What follows belongs to an exercise in optimizing a design on an open flow for small area, a short achievable clock period and few clock cycles per item; a production flow would make more cautious choices.
Function was checked by simulation only, so behaviour that the tests miss may differ from the original.

==> inputs of run a <==
// yuv2rgb_top
module yuv2rgb_top #(
	parameter int img_width = 320,
	parameter int img_height = 240
) (
	input logic CLOCK_50_I,
	input logic Resetn,
	input logic start,
	input logic [15:0] read_data,
	output logic [15:0] write_data,
	output logic [17:0] address,
	output logic write_en_n,
	output logic done
);
clock: 11.0 ns
lec_check: 0
cap_margin: 20
core_margin: 2
core_utilization: 40
cts_buf_list: sky130_fd_sc_hd__clkbuf_16
cts_cluster_diameter: 120
cts_cluster_size: 20
slew_margin: 20
run.sh (not shown) runs the stock make flow with config.mk's settings and CLKGATE_MAP_FILE= SYNTH_SCRIPT=/design/flow/synth_recipe.tcl, a recipe that flattens the netlist after the stock synthesis.
==> run b: changes against run a <==
--- a/flow/design.v
+++ b/flow/design.v
@@ -26,70 +26,92 @@
 	logic [15:0] mc;
 	logic [6:0] col;
 	logic wr_ok;
 	logic [16:0] rgb;
 	logic finish;
 	logic wr_ok_n;
 	logic wr_issue;
 	logic [17:0] c_addr;
-	assign finish = active && (ph == 4'd6) && (mc == y_end);
+	logic [3:0] ph_n;
+	logic at_end;
+	logic ad_y, ad_y1, ad_c, ad_v, ad_flip;
+	logic wd_rg, wd_sr, wd_gb;
+	assign ph_n = !active ? (start ? 4'd0 : 4'd9)
+		: (finish ? 4'd9 : ((ph == 4'd9) ? 4'd0 : ph + 4'd1));
+	assign finish = active && (ph == 4'd6) && at_end;
 	assign wr_ok_n = wr_ok || ((ph == 4'd6) && (col == 7'd0));
 	assign wr_issue = active && !finish && wr_ok_n && ((ph == 4'd1) || (ph == 4'd2)
 		|| (ph == 4'd4) || (ph == 4'd5) || (ph == 4'd6) || (ph == 4'd8));
-	assign c_addr = (ph == 4'd0) ? (v_base2 + {{2{mc[15]}}, mc}) : (u_base2 + {{2{mc[15]}}, mc});
+	assign c_addr = ad_v ? (v_base2 + {{2{mc[15]}}, mc}) : (u_base2 + {{2{mc[15]}}, mc});
 	always_ff @(posedge CLOCK_50_I or negedge Resetn) begin
 		if (!Resetn) begin
 			active <= 1'b0;
 			ph <= 4'd9;
 			done <= 1'b0;
 			write_en <= 1'b0;
 		end else begin
 			done <= finish;
 			write_en <= wr_issue;
+			ph <= ph_n;
 			if (!active) begin
-				if (start) begin
-					active <= 1'b1;
-					ph <= 4'd0;
-				end else begin
-					ph <= 4'd9;
-				end
+				active <= start;
 			end else if (finish) begin
 				active <= 1'b0;
-				ph <= 4'd9;
-			end else begin
-				ph <= (ph == 4'd9) ? 4'd0 : ph + 4'd1;
+			end
+		end
+	end
+	always_ff @(posedge CLOCK_50_I or negedge Resetn) begin
+		if (!Resetn) begin
+			ad_y <= 1'b0;
+			ad_y1 <= 1'b0;
+			ad_c <= 1'b1;
+			ad_v <= 1'b0;
+			ad_flip <= 1'b0;
+			mc <= 16'hfffe;
+		end else begin
+			ad_y <= (ph_n == 4'd3) || (ph_n == 4'd7);
+			ad_y1 <= (ph_n == 4'd3);
+			ad_c <= (ph_n == 4'd9) || (ph_n == 4'd0);
+			ad_v <= (ph_n == 4'd0);
+			ad_flip <= (ph_n == 4'd1) || (ph_n == 4'd2);
+			if (!active || finish) begin
+				mc <= 16'hfffe;
+			end else if (ph == 4'd3) begin
+				mc <= mc + 16'd1;
 			end
 		end
 	end
 	always_ff @(posedge CLOCK_50_I) begin
+		at_end <= (mc == y_end);
+		wd_rg <= (ph_n == 4'd1) || (ph_n == 4'd6);
+		wd_sr <= (ph_n == 4'd4) || (ph_n == 4'd8);
+		wd_gb <= (ph_n == 4'd2);
+	end
+	always_ff @(posedge CLOCK_50_I) begin
 		if (!active || finish) begin
-			mc <= 16'hfffe;
 			col <= col_idle;
 			wr_ok <= 1'b0;
 			rgb <= rgb_first;
 		end else begin
 			wr_ok <= wr_ok_n;
-			if (ph == 4'd3) begin
-				mc <= mc + 16'd1;
-			end
 			if (ph == 4'd7) begin
 				col <= (col == 7'(macros_per_row - 1)) ? 7'd0 : col + 7'd1;
 			end
 			if (wr_issue) begin
 				rgb <= rgb + 17'd1;
 			end
 		end
-		case (ph)
-			4'd3: address <= {1'b0, mc, 1'b1};
-			4'd7: address <= {1'b0, mc, 1'b0};
-			4'd9, 4'd0: address <= c_addr;
-			4'd1, 4'd2: address <= {1'b1, rgb[16:1], ~rgb[0]};
-			default: address <= {1'b1, rgb};
-		endcase
+		if (ad_y) begin
+			address <= {1'b0, mc, ad_y1};
+		end else if (ad_c) begin
+			address <= c_addr;
+		end else begin
+			address <= {1'b1, rgb[16:1], rgb[0] ^ ad_flip};
+		end
 	end
 	assign write_en_n = !write_en;
 	logic [7:0] cw [0:11];
 	logic [7:0] us, vs;
 	logic n_allc, n_a, n_b;
 	logic vsel;
 	logic cl_l0, cl_l1, cl_r7, cl_r8, cl_r9;
 	assign n_allc = (ph == 4'd9) || (ph == 4'd0) || (ph == 4'd3) || (ph == 4'd4);
@@ -236,23 +258,20 @@
 	assign f_sum = {fh_a, fh_c, 7'd0} + {fh_b, fh_c, 7'd0};
 	assign fir_out = f_sum[16:8];
 	logic [15:0] yreg;
 	logic [7:0] l_in;
 	logic [22:0] l_ra, l_rb;
 	logic [22:0] l_reg;
 	logic [8:0] pu_p, pu_n, pv_p, pv_n;
 	logic [26:0] sr_ra, sr_rb, sg_ra, sg_rb, sb_ra, sb_rb;
-	logic [16:0] lo_b;
-	logic [12:0] lo_r, lo_g;
-	logic [10:0] mb_a, mb_b;
-	logic [14:0] mr_a, mr_b, mg_a, mg_b;
+	logic [12:0] lo_r, lo_g, lo_b;
+	logic [14:0] mr_a, mr_b, mg_a, mg_b, mb_a, mb_b;
 	logic mr_c, mg_c, mb_c;
-	logic [11:0] hb;
-	logic [15:0] hr, hg;
+	logic [15:0] hr, hg, hb;
 	logic [7:0] pix_r, pix_g, pix_b;
 	logic [7:0] save_b;
 	logic [15:0] save_gb;
 	function automatic logic [7:0] clip8(input logic [10:0] s);
 		if (s[10]) begin
 			clip8 = 8'd0;
 		end else if (s[9:8] != 2'd0) begin
 			clip8 = 8'd255;
@@ -525,17 +544,17 @@
 	assign hb_s90 = ~(l_reg[21] ^ pu_p[6]);
 	assign hb_c91 = l_reg[21] | pu_p[6];
 	assign hb_s92 = ~(l_reg[22] ^ pu_p[7]);
 	assign hb_c93 = l_reg[22] | pu_p[7];
 	assign sb_ra = {1'b1, hb_c93, hb_c91, hb_c89, hb_c87, hb_c85, hb_c83, hb_c81, hb_c79, hb_c77, hb_c75, hb_c73, hb_c71, hb_c69, hb_c67, hb_c65, hb_c63, hb_c61, hb_c59, hb_c57, hb_c55, hb_c53, hb_c51, hb_c49, hb_s48, pu_n[1], pu_n[0]};
 	assign sb_rb = {1'b0, pu_n[8], hb_s92, hb_s90, hb_s88, hb_s86, hb_s84, hb_s82, hb_s80, hb_s78, hb_s76, hb_s74, hb_s72, hb_s70, hb_s68, hb_s66, hb_s64, hb_s62, hb_s60, hb_s58, hb_s56, hb_s54, hb_s52, hb_s50, pu_n[0], 1'b0, 1'b1};
 	assign lo_r = {1'b0, sr_ra[11:0]} + {1'b0, sr_rb[11:0]};
 	assign lo_g = {1'b0, sg_ra[11:0]} + {1'b0, sg_rb[11:0]};
-	assign lo_b = {1'b0, sb_ra[15:0]} + {1'b0, sb_rb[15:0]};
+	assign lo_b = {1'b0, sb_ra[11:0]} + {1'b0, sb_rb[11:0]};
 	assign hr = {mr_a, 1'b1} + {mr_b, mr_c};
 	assign hg = {mg_a, 1'b1} + {mg_b, mg_c};
 	assign hb = {mb_a, 1'b1} + {mb_b, mb_c};
 	always_ff @(posedge CLOCK_50_I) begin
 		if ((ph == 4'd6) || (ph == 4'd0)) begin
 			yreg <= read_data;
 		end else if ((ph == 4'd4) || (ph == 4'd8)) begin
 			yreg[15:8] <= yreg[7:0];
@@ -546,30 +565,33 @@
 		pu_p <= pv_p;
 		pu_n <= pv_n;
 		mr_a <= sr_ra[26:12];
 		mr_b <= sr_rb[26:12];
 		mr_c <= lo_r[12];
 		mg_a <= sg_ra[26:12];
 		mg_b <= sg_rb[26:12];
 		mg_c <= lo_g[12];
-		mb_a <= sb_ra[26:16];
-		mb_b <= sb_rb[26:16];
-		mb_c <= lo_b[16];
+		mb_a <= sb_ra[26:12];
+		mb_b <= sb_rb[26:12];
+		mb_c <= lo_b[12];
 		if ((ph == 4'd5) || (ph == 4'd7) || (ph == 4'd9) || (ph == 4'd1)) begin
 			pix_r <= clip8(hr[15:5]);
 			pix_g <= clip8(hg[15:5]);
-			pix_b <= clip8(hb[11:1]);
+			pix_b <= clip8(hb[15:5]);
 		end
 		if ((ph == 4'd7) || (ph == 4'd1)) begin
 			save_b <= pix_b;
 		end
 		if (ph == 4'd9) begin
 			save_gb <= {pix_g, pix_b};
 		end
-		case (ph)
-			4'd2: write_data <= save_gb;
-			4'd1, 4'd6: write_data <= {pix_r, pix_g};
-			4'd4, 4'd8: write_data <= {save_b, pix_r};
-			default: write_data <= {pix_g, pix_b};
-		endcase
+		if (wd_gb) begin
+			write_data <= save_gb;
+		end else if (wd_rg) begin
+			write_data <= {pix_r, pix_g};
+		end else if (wd_sr) begin
+			write_data <= {save_b, pix_r};
+		end else begin
+			write_data <= {pix_g, pix_b};
+		end
 	end
 endmodule
==> flow/flow/run.sh (new file) <==
#!/bin/bash
# Standard layout, with the port buffers made from buf_2 cells instead of the
# default choice (a delay buffer): smaller, and faster to the outputs.
set -e
export BUFFER_PORTS_ARGS="-buffer_cell sky130_fd_sc_hd__buf_2"
bash standard.sh > standard.log 2>&1
==> flow/standard.sh (new file) <==
#!/bin/bash
# synth_recipe.tcl (not shown) runs the flow's synth.tcl, then flattens the netlist and writes it again
# the make line also repeats each setting of config.mk as NAME=value (left out here)
make -C /OpenROAD-flow-scripts/flow DESIGN_CONFIG=/design/flow/config.mk WORK_HOME=/design/flow/orfs CLKGATE_MAP_FILE= SYNTH_SCRIPT=/design/flow/synth_recipe.tcl "${@:-finish}"
removed: flow/run.sh
==> comparison <==
- In run b the sequential share of layout area is higher than in run a, by 1.3 points.
- Between run a and run b, the lower count of clock-buffer cells in the layout is in run a (gap 1).
- In run a the cell count is smaller than in run b, by 1.4%.
- Of run a and run b, run b has the higher setup slack (gap 0.84 ns).
- Between run b and run a, the lower non-clock buffer count is in run b (gap 3).
- Sequential cell count: run a is lower than run b (17).
- In run b the die area is larger than in run a, by about 2.1%.
==> figures <==
Number of fillers in the final layout: run b 5,959; run a 5,889
Sink count of the clock tree: run b 466; run a 449
Worst EP arrival: run b 1.17 ns; run a 4.48 ns
Area of combinational cells with multiple inputs: run b 12,500 sq um; run a 12,400 sq um
Post-route worst setup slack: run b 7.63 ns; run a 6.79 ns
Final setup skew: run b 0.0258 ns; run a 0.0305 ns
Pin count of the biggest net entering global routing: run b 97; run a 56
Yosys cell types: run b 70; run a 67
Critical path destination: run b write_en_n; run a write_data[11]
Total CTS buffers: run b 27; run a 26
CP Max Fanout: run b 1; run a 30
Non-clock inverter count in the final layout: run b 424; run a 438
Timing-limited maximum frequency: run b 0.297 GHz; run a 0.238 GHz
Fraction of the mapped netlist area in adder cells: run b 0.265; run a 0.270
Result of the run: run b no timing/DRC/antenna violations; run a no timing/DRC/antenna violations
Number of non-clock buffers in the layout: run b 65; run a 68
Detailed placement HPWL: run b 43.2 mm; run a 44.3 mm
Testbench counts of run a, summed over its fixed seeds: cycles 1,152,168, frames 6.
Testbench counts of run b, summed over its fixed seeds: cycles 1,152,168, frames 6.

re-timing with driven ports:
In the flow no input, the clock included, has a driving cell. The finished layouts below were timed again as built, in two steps.
Step 1 (the two cells are an assumption about what drives the block):
set clk [get_ports {CLOCK_50_I}]
set_driving_cell -lib_cell sky130_fd_sc_hd__clkbuf_16 $clk
set_driving_cell -lib_cell sky130_fd_sc_hd__buf_2 [delete_from_list [all_inputs] $clk]
Step 2 moves the port delays by t, midway between the first and last clock arrival at a register: inputs arrive t later, outputs are due t later. That takes back most of the time a late clock gives input paths.
a / b / c = ideal ports / drivers / drivers and shift; a / b = the first two.
| run | shift t [ns] | slack for setup (ns) | worst data-port slew with drivers (ns) | pins driven straight from the clock port |
|---|---|---|---|---|
| run a | 0.640 | 6.791 / 6.791 / 6.791 | 0.04 | 1 |
| run b | 0.643 | 7.631 / 7.574 / 7.717 | 0.04 | 1 |
After both steps setup and hold are still met in every run listed.
